This is an optimization exercise on Yosys and OpenROAD, whose aim is small area, a short achievable clock period and few clock cycles per item, not a production implementation. Only simulation tests tie the RTL to the original design; equivalence was not proved.

==> flow/design.v <==
`default_nettype none
module gf256_mul (
    input  wire [7:0] i_a,
    input  wire [7:0] i_b,
    output wire [7:0] o_p
);
    logic [14:0] prod;
    always_comb
    begin
        prod = '0;
        for (int mi = 0; mi < 8; mi++)
        begin
            prod = prod ^ ({15{i_b[mi]}} & ({7'b0, i_a} << mi));
        end
        for (int ri = 14; ri >= 8; ri--)
        begin
            prod = prod ^ ({15{prod[ri]}} & (15'h11D << (ri - 8)));
        end
    end
    assign o_p = prod[7:0];
endmodule
module gf16_mul (
    input  wire [3:0] i_a,
    input  wire [3:0] i_b,
    output wire [3:0] o_p
);
    logic [6:0] prod;
    always_comb
    begin
        prod = '0;
        for (int mi = 0; mi < 4; mi++)
        begin
            prod = prod ^ ({7{i_b[mi]}} & ({3'b0, i_a} << mi));
        end
        for (int ri = 6; ri >= 4; ri--)
        begin
            prod = prod ^ ({7{prod[ri]}} & (7'h13 << (ri - 4)));
        end
    end
    assign o_p = prod[3:0];
endmodule
module gf256_inv_pre (
    input  wire [7:0] i_x,
    output wire [3:0] o_a1,
    output wire [3:0] o_s,      
    output wire [3:0] o_d
);
    logic [7:0] c;    
    logic [3:0] a1a0;
    logic [3:0] sq1;
    logic [3:0] sq0;
    assign c[0] = i_x[0] ^ i_x[1] ^ i_x[3] ^ i_x[5];
    assign c[1] = i_x[1] ^ i_x[4] ^ i_x[7];
    assign c[2] = i_x[7];
    assign c[3] = i_x[1] ^ i_x[6];
    assign c[4] = i_x[4] ^ i_x[7];
    assign c[5] = i_x[1] ^ i_x[3] ^ i_x[4];
    assign c[6] = i_x[2] ^ i_x[5] ^ i_x[6];
    assign c[7] = i_x[5];
    gf16_mul u_m10 (.i_a(c[7:4]), .i_b(c[3:0]), .o_p(a1a0));
    gf16_mul u_sq1 (.i_a(c[7:4]), .i_b(c[7:4]), .o_p(sq1));
    gf16_mul u_sq0 (.i_a(c[3:0]), .i_b(c[3:0]), .o_p(sq0));
    logic [3:0] sq1l;
    gf16_mul u_lam (.i_a(sq1), .i_b(4'd15), .o_p(sq1l));
    assign o_a1 = c[7:4];
    assign o_s  = c[7:4] ^ c[3:0];
    assign o_d  = sq1l ^ a1a0 ^ sq0;
endmodule
module gf256_inv_post (
    input  wire [3:0] i_a1,
    input  wire [3:0] i_s,
    input  wire [3:0] i_d,
    output wire [7:0] o_y
);
    localparam logic [63:0] INV16 = 64'h834a5c2f67bde910;
    logic [3:0] dinv;
    logic [7:0] r;
    assign dinv = INV16[4*i_d +: 4];
    gf16_mul u_r1 (.i_a(i_a1), .i_b(dinv), .o_p(r[7:4]));
    gf16_mul u_r0 (.i_a(i_s),  .i_b(dinv), .o_p(r[3:0]));
    assign o_y[0] = r[0] ^ r[2] ^ r[4] ^ r[5] ^ r[7];
    assign o_y[1] = r[1] ^ r[4];
    assign o_y[2] = r[1] ^ r[3] ^ r[4] ^ r[6] ^ r[7];
    assign o_y[3] = r[1] ^ r[2] ^ r[5];
    assign o_y[4] = r[2] ^ r[4];
    assign o_y[5] = r[7];
    assign o_y[6] = r[1] ^ r[3] ^ r[4];
    assign o_y[7] = r[2];
endmodule
`default_nettype wire
`timescale 1ns/100ps
`default_nettype none
module rs_bm_decoder (
    input  wire         i_clock,
    input  wire         i_arst_n,
    input  wire         i_start,
    input  wire  [47:0] i_synd,
    output logic [35:0] o_locator,
    output logic        o_ready
);
    logic       busy_q;
    logic       ready_q;
    logic [2:0] step_q;      
    logic       accept;
    logic       last;
    logic [7:0] q_q [0:5];
    logic [7:0] c_q [1:3];
    logic       xb1_q;
    logic [7:0] xb_q [2:3];
    logic [3:0] ib_a1_q;
    logic [3:0] ib_s_q;
    logic [3:0] ib_d_q;
    logic [7:0] b_inv;
    logic [2:0] len_q;
    logic [7:0] prod [1:3];
    logic [7:0] disc;
    logic [7:0] inv_in;
    logic [3:0] inv_a1;
    logic [3:0] inv_s;
    logic [3:0] inv_d;
    logic [7:0] scale;
    logic       take_p4;
    logic [7:0] upd2_in;
    logic [7:0] upd2;
    logic [7:0] upd3;
    logic       len_update;
    logic       s1_zero;
    logic       all_zero;
    assign accept  = i_start && !busy_q;
    assign last    = (step_q == 3'd5);
    assign s1_zero = (i_synd[7:0] == 8'h00);
    assign all_zero = (i_synd == 48'h0);
    for (genvar i = 1; i <= 3; i++)
    begin : g_disc
        gf256_mul u_mul (.i_a(c_q[i]), .i_b(q_q[i]), .o_p(prod[i]));
    end
    assign disc = q_q[0] ^ prod[1] ^ prod[2] ^ prod[3];
    assign inv_in = busy_q ? disc : {i_synd[7:1], i_synd[0] | s1_zero};
    gf256_inv_pre u_inv_pre (.i_x(inv_in), .o_a1(inv_a1), .o_s(inv_s), .o_d(inv_d));
    gf256_inv_post u_inv_post (.i_a1(ib_a1_q), .i_s(ib_s_q), .i_d(ib_d_q), .o_y(b_inv));
    gf256_mul u_scale (.i_a(disc), .i_b(b_inv), .o_p(scale));
    assign take_p4 = busy_q && (step_q == 3'd4) && (len_q == 3'd1);
    assign upd2_in = take_p4 ? q_q[3] : xb_q[2];
    gf256_mul u_upd2 (.i_a(scale), .i_b(upd2_in), .o_p(upd2));
    gf256_mul u_upd3 (.i_a(scale), .i_b(xb_q[3]), .o_p(upd3));
    assign len_update = busy_q && (disc != 8'h00) && ({len_q, 1'b0} <= {1'b0, step_q});
    always_ff @(posedge i_clock or negedge i_arst_n)
    begin
        if (!i_arst_n)
        begin
            busy_q  <= 1'b0;
            ready_q <= 1'b0;
            step_q  <= 3'd0;
        end
        else if (accept)
        begin
            busy_q  <= !all_zero;
            ready_q <= all_zero;
            step_q  <= 3'd1;
        end
        else if (busy_q)
        begin
            step_q <= step_q + 3'd1;
            if (last)
            begin
                busy_q  <= 1'b0;
                ready_q <= 1'b1;
            end
        end
    end
    always_ff @(posedge i_clock)
    begin
        if (accept)
        begin
            q_q[0] <= i_synd[15:8];
            q_q[1] <= i_synd[7:0];
            q_q[2] <= i_synd[47:40];
            q_q[3] <= i_synd[39:32];
            q_q[4] <= i_synd[31:24];
            q_q[5] <= i_synd[23:16];
            c_q[1] <= i_synd[7:0];
            c_q[2] <= 8'h00;
            c_q[3] <= 8'h00;
            xb1_q   <= !s1_zero;
            xb_q[2] <= {7'b0, s1_zero};
            xb_q[3] <= 8'h00;
            ib_a1_q <= inv_a1;
            ib_s_q  <= inv_s;
            ib_d_q  <= inv_d;
            len_q  <= {2'b0, !s1_zero};
        end
        else
        begin
            q_q[0] <= q_q[5] ^ (take_p4 ? upd2 : 8'h00);
            for (int i = 1; i <= 5; i++)
            begin
                q_q[i] <= q_q[i-1];
            end
            c_q[1] <= c_q[1] ^ (scale & {8{xb1_q}});
            c_q[2] <= c_q[2] ^ (take_p4 ? 8'h00 : upd2);
            c_q[3] <= c_q[3] ^ upd3;
            if (last)
            begin
                xb1_q   <= 1'b0;
                xb_q[2] <= 8'h00;
                xb_q[3] <= 8'h00;
            end
            else if (len_update)
            begin
                xb1_q   <= 1'b1;     
                xb_q[2] <= c_q[1];
                xb_q[3] <= c_q[2];
            end
            else
            begin
                xb1_q   <= 1'b0;     
                xb_q[2] <= {7'b0, xb1_q};
                xb_q[3] <= xb_q[2];
            end
            if (len_update)
            begin
                ib_a1_q <= inv_a1;
                ib_s_q  <= inv_s;
                ib_d_q  <= inv_d;
                len_q  <= step_q + 3'd1 - len_q;
            end
        end
    end
    assign o_locator = {c_q[3], c_q[2], c_q[1], 8'h01, len_q, (len_q > 3'd3)};
    assign o_ready   = ready_q;
endmodule
`default_nettype wire
==> flow/run.sh <==
#!/bin/bash
# synth_recipe.tcl (not shown) runs the flow's synth.tcl, then flattens the netlist and writes it again
# the make line also repeats each setting of config.mk as NAME=value (left out here)
make -C /OpenROAD-flow-scripts/flow DESIGN_CONFIG=/design/flow/config.mk WORK_HOME=/design/flow/orfs CLKGATE_MAP_FILE= SYNTH_SCRIPT=/design/flow/synth_recipe.tcl finish
==> flow/config.mk <==
export PLATFORM = sky130hd
export DESIGN_NAME = rs_bm_decoder
export DESIGN_NICKNAME = rs_bm_decoder
export VERILOG_FILES = /design/flow/design.v
export SDC_FILE = /design/flow/constraint.sdc
export NUM_CORES = 4
export LEC_CHECK = 0
export CAP_MARGIN = 20
export CORE_MARGIN = 2
export CORE_UTILIZATION = 40
export SLEW_MARGIN = 20
==> flow/constraint.sdc <==
create_clock -name core_clock -period 19.0 [get_ports {i_clock}]
set_input_delay 3.8000 -clock core_clock [delete_from_list [all_inputs] [get_ports {i_clock}]]
set_output_delay 3.8000 -clock core_clock [all_outputs]
set_load 0.01 [all_outputs]
==> impl_metrics.toml, run 1 <==
[route]
ant_nets = 0
first_pass_iters = 5
drc = 0
via_count = 10129
wl_per_cell_um = 18.9
drt_iter0_drc = 969
drt-total-wl_um = 36700
avgViaCountPerCell = 5.21

[worst_hold_path]
hold_path.class = "flip-flop to flip-flop"
holdPathEnd = "q_q[5][5]$_DFF_P_"
hp-start = "q_q[4][5]$_DFF_P_"
min_path_cells = 2

[placed_design]
dp_cells = 1930
dp_hpwl_um = 27400
place.gp.congestion = 0.919
placed_area_um2 = 13200
post-place-ws_ps = 11290
numPortBuffers = 79

[clocking]
cts_sinks = 109
cts_max_level = 3
max-clock-path-buffers = 2
clk_latency_ps = 380
root_buffer = "clkbuf_16"
post_cts_buffers = 0
cts_resized = 0
path_clk_slew_ps = 80
hold_buffers = 0
cts_buffers = 9
cts_tree = "yes"

[yosys]
ys.flop_type = "dfxtp_1"
yosys_register_bits = 109
ys_seq_area_frac = 0.190
syn_avg_cell_area_um2 = 7.96
ys_async_sr_fraction = 0.0459
syn_inst = 1548
synth_edf_count = 13
syn-cell-area_um2 = 12300
synth_warnings = 10
synth_cell_types = 76

[finish]
fin_util = 0.444
fin_nets = 1616
syn_to_final_growth_pct = 9.55
drive_gt1_frac = 0.0477
fillCellCount = 3033
finalInstanceArea_um2 = 13500
insertedDiodeCount = 0
regArea_um2 = 2340
fin_cells = 1946
multiInputGateArea_um2 = 9400

[floorplan]
core_area_um2 = 30400
die_y_um = 179
initial_core_util = 0.405
ioPinCount = 88
die_area_um2 = 32200
rows = 64
die_x_um = 179

[grt]
track_usage = 0.226
antenna_found_initial = 0
grt_pass1_vias = 9976
grt_pass1_wl_um = 57700
grt_max_degree = 72
grt_overflow = 0

[critical_path]
r2r_start = "ib_d_q[1]$_DFFE_PP_"
r2r_setup_slack_ps = 11250
path_max_fanout = 21
crit_arrival_ps = 8050
reg2regPathDepth = 21
worstSetupPathType = "flip-flop to flip-flop"
cp-end-kind = "flip-flop"
setup.worst_path.start_class = "flip-flop"
cp-startpoint = "ib_d_q[1]$_DFFE_PP_"
rr_endpoint = "c_q[2][5]$_SDFF_PP0_"
critical_path_required_ps = 19290

[timing]
drv_slew = 0
min_period_ps = 7750
rsz0062_at_grt = "no"
hold-worst-slack_ps = 423
slew_headroom = 0.329
worst_slew_pin_slew_ps = 1000
min_period_over_period = 0.408
tns_ps = 0
setup_ws_ps = 11250
clock-skew-final_ps = 9.56
setup_viol = 0
max_freq_mhz = 129
hold_violations = 0

[status]
status = "complete, no violations"

[run]
maxCapViolCount = 0
-- cell usage after synthesis, types with 3 or more instances --
| cell type | count | area share |
|---|---|---|
| a211o_1 | 3 | 0.0021 |
| a21boi_0 | 3 | 0.0018 |
| a21o_1 | 3 | 0.0018 |
| a21oi_1 | 19 | 0.0077 |
| a22oi_1 | 8 | 0.0049 |
| a31oi_1 | 6 | 0.0030 |
| and2_1 | 5 | 0.0025 |
| and3_1 | 10 | 0.0051 |
| buf_1 | 3 | 0.00091 |
| buf_2 | 42 | 0.017 |
| buf_4 | 10 | 0.0061 |
| clkbuf_1 | 50 | 0.015 |
| clkbuf_2 | 3 | 0.0012 |
| dfrtp_1 | 5 | 0.010 |
| dfxtp_1 | 91 | 0.15 |
| edfxtp_1 | 13 | 0.032 |
| ha_1 | 19 | 0.019 |
| inv_1 | 26 | 0.0079 |
| mux2_2 | 3 | 0.0027 |
| mux2i_1 | 25 | 0.020 |
| nand2_1 | 440 | 0.13 |
| nand2b_1 | 17 | 0.0086 |
| nand3_1 | 9 | 0.0037 |
| nand4_1 | 4 | 0.0020 |
| nor2_1 | 100 | 0.030 |
| nor2b_1 | 19 | 0.0096 |
| nor3_1 | 12 | 0.0049 |
| nor4_1 | 10 | 0.0051 |
| o21ai_0 | 46 | 0.019 |
| o21ai_1 | 7 | 0.0028 |
| o22ai_1 | 3 | 0.0015 |
| o32ai_1 | 3 | 0.0021 |
| or2_2 | 3 | 0.0015 |
| or3_1 | 13 | 0.0066 |
| xnor2_1 | 281 | 0.20 |
| xnor2_2 | 10 | 0.013 |
| xnor3_1 | 50 | 0.091 |
| xnor3_2 | 8 | 0.015 |
| xor2_1 | 109 | 0.077 |
| xor2_2 | 5 | 0.0066 |
| xor3_1 | 8 | 0.015 |
-- layout make-up --
cell class                 instances  area share
clock buffer                      10      0.0171
clock inverter                     6     0.00436
inverter                          27     0.00751
multi-input combinational       1308       0.696
sequential                       109       0.173
tap                              396      0.0367
timing repair buffer              90      0.0647
-- sequential cells by signal, indices dropped and copies added, names as in the netlist --
register / flops
ib_s_q: 4
ib_d_q: 4
xb1_q: 1
xb_q: 16
q_q: 48
step_q: 3
busy_q: 1
ready_q: 1
ib_a1_q: 4
c_q: 24
len_q: 3
-- layout by cell type, fill, tap and decap left out, drive strengths merged, types with 10 or more instances in the layout --
cell and count:
ha 19, nor2b 19, xor2 116, nand2b 17, clkdlybuf4s50 79, nand3 10
a21oi 19, dfxtp 91, clkbuf 10, o21ai 54, nor3 13, and3 10
or3 13, nor4 10, mux2i 25, nand2 440, edfxtp 13, xnor3 58
buf 11, inv 29, nor2 101, xnor2 291
-- cells by family after synthesis --
group / count (synthesis) / synth area share
AND/OR/NAND/NOR: 654 / 0.224
flip-flops: 109 / 0.190
buffers and inverters: 137 / 0.0506
other: 2 / 0.000610
adder cells (fa/ha/maj): 20 / 0.0209
XOR/XNOR: 474 / 0.426
multiplexers: 29 / 0.0249
AO/OA/AOI/OAI: 123 / 0.0633
-- layer usage --
layer / vias up / global-route usage / wire length, um
li1: 4904 / - / -
met1: 4818 / 0.298 / 16400
met2: 337 / 0.381 / 17400
met3: 70 / 0.0245 / 1860
met4: 0 / 0.0855 / 1140
met5: - / 0 / 0
-- how the worst max path moves through the flow --
| stage | cells after the start | slack, ps | endpoint |
|---|---|---|---|
| after CTS | 21 | 11290 | c_q[2][5]$_SDFF_PP0_ |
| final | 21 | 11250 | c_q[2][5]$_SDFF_PP0_ |
| after global routing | 21 | 10770 | q_q[0][2]$_DFF_P_ |
| after floorplan | 11 | 12830 | ib_d_q[1]$_DFFE_PP_ |
| after global placement | 21 | 11380 | q_q[0][2]$_DFF_P_ |
| after detailed placement | 21 | 11290 | q_q[0][5]$_DFF_P_ |
-- worst max-delay path, stage by stage (launching register included) --
cell and delay (ps):
edfxtp_1 480, inv_1 160, ha_1 190, o21ai_1 70, a21oi_1 610, o21ai_1 200, xnor2_2 260, xnor3_2 550
xor2_1 520, nor2_1 140, xnor2_2 270, xor3_1 520, xnor3_1 350, xnor3_1 1010, inv_2 190, nor2_1 190
xnor3_1 390, xnor3_1 370, xnor3_1 410, xnor3_1 300, or3_1 330, a21oi_1 150
Testbench counts, summed over its fixed seeds: cycles 9,223, decodes 1,600.
==> inputs of run 2 (changes only) <==
==> flow/flow/run.sh (new file) <==
#!/bin/bash
# The standard layout (standard.sh), with one change: synthesis maps the logic
# with flow/abc.script in place of ORFS's abc_speed.script. Everything else in
# synthesis (register mapping, flattening, renaming) is synth_recipe.tcl as is.
set -euo pipefail
work=$(cd "$(dirname "$0")/.." && pwd)
cat > "$work/own_synth.tcl" <<TCL
# Yosys's abc with this flow's script; every other argument as ORFS gives it
proc abc {args} {
  set i [lsearch -exact \$args -script]
  if { \$i >= 0 } { lset args [expr { \$i + 1 }] {$work/flow/abc.script} }
  yosys abc {*}\$args
}
source {$work/synth_recipe.tcl}
TCL
bash "$work/standard.sh" SYNTH_SCRIPT="$work/own_synth.tcl" finish > "$work/flow_make.log" 2>&1
==> flow/flow/abc.script (new file) <==
strash
&get -n
&st
&dch
&nf -R 1000
&put
topo
stime -c
buffer -c
upsize -c
dnsize -c
==> flow/standard.sh (new file) <==
#!/bin/bash
# synth_recipe.tcl (not shown) runs the flow's synth.tcl, then flattens the netlist and writes it again
# the make line also repeats each setting of config.mk as NAME=value (left out here)
make -C /OpenROAD-flow-scripts/flow DESIGN_CONFIG=/design/flow/config.mk WORK_HOME=/design/flow/orfs CLKGATE_MAP_FILE= SYNTH_SCRIPT=/design/flow/synth_recipe.tcl "${@:-finish}"
removed: flow/run.sh
==> impl_metrics.toml, run 2 <==
[yosys]
synth_most_common_cell = "nand2_1"
synth_area_leaders = "xnor2_1, dfxtp_1, nand2_1, xor2_1, xnor2_2"
ys.flop_type = "dfxtp_1"
ys_async_sr_fraction = 0.0459
syn_inst = 1569
yosys_register_bits = 109
syn_avg_cell_area_um2 = 7.58
synth_largest_area_cell = "xnor2_1"
synth_common_cells = "nand2_1, xnor2_1, xor2_1, nor2_1, dfxtp_1"
synth_cell_types = 52
ys_seq_area_frac = 0.196
synth_warnings = 10
syn-cell-area_um2 = 11900
yosysTopAreaCellShare = 0.295
synth_edf_count = 13

[route]
first_pass_iters = 4
met1Wirelength_um = 14600
via_count = 9677
drt-total-wl_um = 32500
drc = 0
avgViaCountPerCell = 4.90
routed-wl-met2_um = 16000
ant_nets = 0
wl_per_cell_um = 16.5
top_layer = "met4"
wl_met3_um = 1050
drt_iter0_drc = 629

[critical_path]
critical_path_required_ps = 19280
path_buf_inv = 1
worstSetupPathType = "flip-flop to flip-flop"
cp-end-kind = "flip-flop"
slowest_stage = "dfxtp_1"
setup.worst_path.start_class = "flip-flop"
r2r_start = "c_q[1][6]$_DFF_P_"
rr_endpoint = "q_q[0][5]$_DFF_P_"
r2r_setup_slack_ps = 11820
crit_top_cell = "xnor2_1"
reg2regPathDepth = 26
crit_family = "XOR/XNOR gates"
worst_path_largest_cell_delay_ps = 660
crit_arrival_ps = 7460
path_max_fanout = 17

[clocking]
cts_max_level = 3
hold_buffers = 0
cts_sinks = 109
cts_buffers = 9
cts_resized = 0
clk_latency_ps = 370
root_buffer = "clkbuf_16"
post_cts_buffers = 0
cts_tree = "yes"
max-clock-path-buffers = 2
path_clk_slew_ps = 90

[finish]
final_common_cell = "nand2_1"
final_cell_mix = "nand2_1, xnor2_1, xor2_1"
fin_nets = 1649
reg_top3 = "q_q: 48 flops, c_q: 24 flops, xb_q: 16 flops"
regMostFlops = "q_q"
fin_util = 0.446
syn_to_final_growth_pct = 10.7
fin_cells = 1973
insertedDiodeCount = 0
largest_reg_flops = 48
drive_gt1_frac = 0.0594
finalInstanceArea_um2 = 13200

[grt]
grt_max_degree = 72
grt_pass1_wl_um = 52200
track_usage = 0.213
grt_overflow = 0
grt_pass1_vias = 9479
antenna_found_initial = 0

[timing]
tns_ps = 0
min_period_ps = 7180
min_period_over_period = 0.378
slew_headroom = 0.312
hold_violations = 0
drv_slew = 0
setup_viol = 0
clock-skew-final_ps = 7.91
max_freq_mhz = 139
rsz0062_at_grt = "no"
worst_slew_pin_slew_ps = 1030
hold-worst-slack_ps = 436

[floorplan]
rows = 63
ioPinCount = 88
die_y_um = 176
die_x_um = 176
initial_core_util = 0.403
core_area_um2 = 29500
die_area_um2 = 31100

[run]
maxCapViolCount = 0

[placed_design]
placed_area_um2 = 12800
dp_hpwl_um = 24900
dp_cells = 1957
numPortBuffers = 79
place.gp.congestion = 0.855

[worst_hold_path]
hp-start = "q_q[4][1]$_DFF_P_"
min_path_cells = 2
holdPathEnd = "q_q[5][1]$_DFF_P_"
hold_path.class = "flip-flop to flip-flop"

[status]
status = "complete, no violations"
## run 2: cell count changes after synthesis, moves of 9 or more
cell / change
xnor2_2: +25
or3_1: -13
xor2_1: +20
nand2_1: +24
xnor2_1: +119
xnor3_1: -49
nor3_1: -9
a21oi_1: +11
o21ai_0: -23
buf_2: -11
## run 2: per-stage QoR
| step | worst slack, ps |
|---|---|
| 4_1_cts | 11850 |
| 3_5_place_dp | 11890 |
| 2_1_floorplan | 12990 |
| 5_1_grt | 11220 |
| 6_report | 11820 |
| 3_3_place_gp | 11910 |
## run 2: cell type report
class                           count  area (um2)
Sequential cell                   109        2340
Clock inverter                      7        91.3
Tap cell                          390         488
Multi-Input combinational cell   1345        9070
Inverter                           25        93.8
Timing Repair Buffer               88         858
Fill cell                        2978       16300
Clock buffer                        9         225
## run 2: worst max path at each step
stage                              startpoint                   to  slack (ps)  cells past startpoint
after CTS                   c_q[1][6]$_DFF_P_    q_q[0][2]$_DFF_P_       11850                     27
after detailed placement    c_q[1][6]$_DFF_P_    q_q[0][5]$_DFF_P_       11890                     26
final                       c_q[1][6]$_DFF_P_    q_q[0][5]$_DFF_P_       11820                     26
after floorplan                     i_synd[2]  ib_d_q[0]$_DFFE_PP_       12990                     11
after global routing      ib_d_q[1]$_DFFE_PP_    q_q[0][3]$_DFF_P_       11220                     30
after global placement              i_synd[1]  ib_d_q[0]$_DFFE_PP_       11910                     12
## run 2: tightest hold or removal path: cells and delay by family (launching register included)
kind,cells,cell delay (ps)
flops,1,300
simple gates,2,90
## run 2: cells by family (layout without fill, tap and decap cells)
logic type / count (synthesis) / in the layout / synth area share
AO/OA/AOI/OAI: 77 / 77 / 0.0390
XOR/XNOR: 575 / 575 / 0.460
adder cells (fa/ha/maj): 20 / 20 / 0.0217
buffers and inverters: 121 / 129 / 0.0455
flip-flops: 109 / 109 / 0.196
multiplexers: 19 / 19 / 0.0161
other: 2 / 8 / 0.000631
AND/OR/NAND/NOR: 646 / 646 / 0.221
## run 2: per-layer routing
| layer | up-vias | global-route usage |
|---|---|---|
| li1 | 4803 | - |
| met1 | 4613 | 0.273 |
| met2 | 212 | 0.373 |
| met3 | 49 | 0.0205 |
| met4 | 0 | 0.0764 |
| met5 | - | 0 |

static timing again, ports no longer ideal:
How much do the figures lean on ideal ports? The routed layouts below were timed once more, with nothing changed but the port constraints.
Step 1: set_driving_cell puts a clkbuf_16 on i_clock and a buf_2 on each other input, an assumption about the parent block.
Step 2, shift: input delay + t, output delay - t, t = (earliest + latest rising clock arrival at the registers) / 2. This alone moves slack from input paths to output paths.
Three values: ideal ports, drivers, drivers and shift; two values: the first two.
run | t, ns | setup WS [ns] | worst hold slack (ns)
run 1 | 0.417 | 11.247 / 11.247 / 11.247 | 0.423 / 0.423 / 0.423
run 2 | 0.413 | 11.819 / 11.819 / 11.807 | 0.436 / 0.436 / 0.436
After both steps every run listed still meets setup and hold. The setup slack of run 2, which loses most, moves by 0.000 ns with the drivers and by -0.012 ns with both steps.
